Context: an optimization exercise on an open-source flow, tuned for small area and a short achievable clock period. The choices shown serve that exercise and are no tape-out recipe.
RTL that was checked went through simulation tests only; none was proved equivalent to the original.
Power and IR drop assume default switching activity.

Design donkeyScreen, start of the top module:
module donkeyScreen #(
    parameter int TimerStart      = 6059,
    parameter int FramesPerSecond = 60
) (
    input  logic                  frame_clk,
    input  logic                  reset,
    input  logic                  PSEL,
    input  logic                  PENABLE,
    input  logic                  PWRITE,
    input  logic [7:0]            PADDR,
    input  logic [15:0]           PWDATA,
    output logic [15:0]           PRDATA,
    output logic                  PREADY,
    output logic                  PSLVERR,
    input  logic                  frameStart,
    input  spritePkg::coordT      drawX,
    input  spritePkg::coordT      drawY,
    output spritePkg::colorT      rgb,
    output spritePkg::frameCountT timeLeft
);
==> flow/config.mk <==
export PLATFORM = sky130hd
export DESIGN_NAME = donkeyScreen
export DESIGN_NICKNAME = donkeyScreen
export VERILOG_FILES = /design/flow/design.v
export SDC_FILE = /design/flow/constraint.sdc
export NUM_CORES = 4
export LEC_CHECK = 0
export CAP_MARGIN = 20
export CORE_MARGIN = 2
export CORE_UTILIZATION = 65
export CTS_BUF_LIST = sky130_fd_sc_hd__clkbuf_4 sky130_fd_sc_hd__clkbuf_8
export SLEW_MARGIN = 20
export SYNTH_HIERARCHICAL = 1
export SYNTH_MINIMUM_KEEP_SIZE = 0
==> flow/constraint.sdc <==
create_clock -name core_clock -period 14.0 [get_ports {frame_clk}]
set_input_delay 2.8000 -clock core_clock [delete_from_list [all_inputs] [get_ports {frame_clk}]]
set_output_delay 2.8000 -clock core_clock [all_outputs]
set_load 0.01 [all_outputs]
standard.sh (not shown) runs the stock make flow with config.mk's settings and CLKGATE_MAP_FILE= SYNTH_SCRIPT=/design/flow/synth_recipe.tcl, a recipe that flattens the netlist after the stock synthesis.
==> flow/flow/run.sh <==
#!/bin/bash
# The standard layout, with plain buffers on the ports instead of the delay cells
# that port buffering picks by default, and timing repair aimed at a shorter period than
# the clock (the margin); make's output goes to make_finish.log, each tool's to orfs/logs
set -euo pipefail
bash standard.sh finish BUFFER_PORTS_ARGS="-buffer_cell sky130_fd_sc_hd__buf_2" SETUP_SLACK_MARGIN=8 > make_finish.log 2>&1
The first run finished with timing, DRC and antenna clean.
Rerun with:
Settings changed: CORE_UTILIZATION 65 to 40.
Setup slack improves by 0.0069 ns. Cell area is higher by 0.72%. Hold slack got worse by 0.013 ns. Synthesized area does not change. Non-clock buffer count is unchanged. Register-to-register slack gains 0.05 ns. Via count shrinks by 2.5%. Sequential power hardly moves.
Function was not checked in any run of this note: the RTL went through the layout flow alone.

---

Another version of the RTL of donkeyScreen (not shown whole).
For scale: roughly 1600 cells after synthesis, roughly 16000 um^2 of cells after synthesis.
clock: 14.0 ns
lec_check: 0
cap_margin: 20
core_margin: 2
core_utilization: 40
cts_buf_list: sky130_fd_sc_hd__clkbuf_4 sky130_fd_sc_hd__clkbuf_8
place_density: 0.75
slew_margin: 20
synth_hierarchical: 1
synth_minimum_keep_size: 0
Scripts as last shown in full above: flow/flow/run.sh
==> next run, changes <==
Settings changed: CORE_UTILIZATION 40 to 55, PLACE_DENSITY 0.75 to 0.7.
The changed run produced a clean layout.
Routed wire length fell by 1.0%.
Global-route usage came out higher by 7.0 points.
Register-to-register slack barely changes.
Setup slack gets worse by 0.0057 ns.
Fmax stays flat.
Sequential power hardly moves.
Hold slack got worse by 0.019 ns.
Count of clock-buffer cells in the layout falls by 3.
Critical path depth does not change.
Flip-flop and latch count is unchanged.
Design area is lower by 1.6%.
==> next run, changes <==
Settings changed: CORE_UTILIZATION 55 to 40, CTS_BUF_LIST sky130_fd_sc_hd__clkbuf_4 sky130_fd_sc_hd__clkbuf_8 to sky130_fd_sc_hd__clkbuf_8, CTS_CLUSTER_DIAMETER set to 300, CTS_CLUSTER_SIZE set to 40, PLACE_DENSITY 0.7 to unset.
Effect: The changed run finished with timing, DRC and antenna clean. Worst setup slack is better by 0.0054 ns. Via count came out lower by 0.35%. Wire length grows by 3.9%. Final area rose by 1.5%. Non-clock buffer count grows by 1. Final cell count rose by 7.0%. Maximum frequency hardly moves.
==> next run, changes <==
Settings changed: CTS_BUF_LIST sky130_fd_sc_hd__clkbuf_8 to sky130_fd_sc_hd__clkbuf_4 sky130_fd_sc_hd__clkbuf_8, CTS_CLUSTER_DIAMETER 300 to unset, CTS_CLUSTER_SIZE 40 to unset, SYNTH_HIERARCHICAL 1 to unset, SYNTH_MINIMUM_KEEP_SIZE 0 to unset.
Result: Sequential cell count is unchanged; cell count went up by 7.2%; cell area went up by 0.52%; setup slack is worse by 0.69 ns; worst hold slack is better by 0.059 ns; synthesized cell count went up by 5.9%.

---

== run A ==
Starting RTL as in the previous note.
## donkeyScreen
module donkeyScreen #(
    parameter int TimerStart      = 6059,
    parameter int FramesPerSecond = 60
) (
    input  logic                  frame_clk,
    input  logic                  reset,
    input  logic                  PSEL,
    input  logic                  PENABLE,
    input  logic                  PWRITE,
    input  logic [7:0]            PADDR,
    input  logic [15:0]           PWDATA,
    output logic [15:0]           PRDATA,
    output logic                  PREADY,
    output logic                  PSLVERR,
    input  logic                  frameStart,
    input  spritePkg::coordT      drawX,
    input  spritePkg::coordT      drawY,
    output spritePkg::colorT      rgb,
    output spritePkg::frameCountT timeLeft
);
export LEC_CHECK = 0
export CAP_MARGIN = 20
export CORE_MARGIN = 2
export CORE_UTILIZATION = 40
export CTS_BUF_LIST = sky130_fd_sc_hd__clkbuf_2 sky130_fd_sc_hd__clkbuf_4 sky130_fd_sc_hd__clkbuf_8
export CTS_CLUSTER_DIAMETER = 60
export CTS_CLUSTER_SIZE = 10
export SLEW_MARGIN = 20
export SYNTH_HIERARCHICAL = 1
export SYNTH_MINIMUM_KEEP_SIZE = 0
create_clock -name core_clock -period 14.0 [get_ports {frame_clk}]
Scripts as last shown in full above: flow/flow/run.sh
> inputs changed (run A -> run B)
- clearing CTS_CLUSTER_DIAMETER, which used to be 60
- clearing CTS_CLUSTER_SIZE, which used to be 10
- swapping sky130_fd_sc_hd__clkbuf_2 sky130_fd_sc_hd__clkbuf_4 sky130_fd_sc_hd__clkbuf_8 for sky130_fd_sc_hd__clkbuf_4 sky130_fd_sc_hd__clkbuf_8 in CTS_BUF_LIST
diff --git a/flow/flow/run.sh b/flow/flow/run.sh
--- a/flow/flow/run.sh
+++ b/flow/flow/run.sh
@@ -6 +6 @@
-bash standard.sh finish BUFFER_PORTS_ARGS="-buffer_cell sky130_fd_sc_hd__buf_2" SETUP_SLACK_MARGIN=8 > make_finish.log 2>&1
+bash standard.sh finish BUFFER_PORTS_ARGS="-buffer_cell sky130_fd_sc_hd__buf_2" SETUP_SLACK_MARGIN=7.7 > make_finish.log 2>&1
==> comparison <==
Diff run A -> run B: worst-case clock skew went up by 0.0099 ns, sequential power was more or less identical, worst reg-to-reg setup slack went down by 0.02 ns.
Compared with run A, in run B multi-input combinational cell count held steady; hold slack shrank by 0.021 ns.
Relative to run B, the following input files were edited for run C:
diff --git a/flow/flow/run.sh b/flow/flow/run.sh
--- a/flow/flow/run.sh
+++ b/flow/flow/run.sh
@@ -6 +6 @@
-bash standard.sh finish BUFFER_PORTS_ARGS="-buffer_cell sky130_fd_sc_hd__buf_2" SETUP_SLACK_MARGIN=7.7 > make_finish.log 2>&1
+bash standard.sh finish BUFFER_PORTS_ARGS="-buffer_cell sky130_fd_sc_hd__buf_2" SETUP_SLACK_MARGIN=8 > make_finish.log 2>&1
Results
For run C and run B, there was not a single run that failed to finish clean. Delta (run C minus run B): via density per instance stayed essentially flat, post-layout total power stayed essentially flat, final non-filler cell area stayed essentially flat, area occupied by registers stayed essentially flat. On final core utilization, run C and run B are basically level. Worst-case setup margin in the final layout across run C and run B: no real change.

-- port drivers added, routing unchanged --
The flow's constraints put no driver on any port. The routed layouts listed below were extracted and timed again, unchanged, in two steps.
Step 1 sets driving cells, clkbuf_16 on the clock port and buf_2 on the other inputs (assumed; they add their load-dependent delay and slew).
Step 2 moves the port delays by t, midway between the first and last clock arrival at a register: inputs arrive t later, outputs are due t later. That takes back most of the time a late clock gives input paths.
Three values: ideal, step 1, step 2; two values: the first two.
run	shift t [ns]	setup slack, ns	clock arrival spread, ns	worst data-port slew with drivers (ns)
the first run of note 1	0.506	7.499 / 7.270 / 7.270	0.016 / 0.015	0.26
the second run of note 1	0.494	7.506 / 7.277 / 7.277	0.018 / 0.017	0.23
the first run of note 2	0.487	7.500 / 7.279 / 7.279	0.020 / 0.020	0.24
the second run of note 2	0.498	7.494 / 7.261 / 7.261	0.024 / 0.024	0.24
the third run of note 2	0.503	7.500 / 7.272 / 7.272	0.019 / 0.018	0.25
the fourth run of note 2	0.510	6.806 / 6.775 / 6.775	0.015 / 0.015	0.04
run A	0.503	7.500 / 7.272 / 7.272	0.019 / 0.018	0.25
run B	0.515	7.499 / 7.289 / 7.289	0.022 / 0.022	0.24
run C	0.503	7.500 / 7.272 / 7.272	0.019 / 0.018	0.25
After both steps setup and hold are still met in every run listed. For the second run of note 2, which loses most, drivers alone change the setup slack by -0.233 ns; drivers and shift together by -0.233 ns.
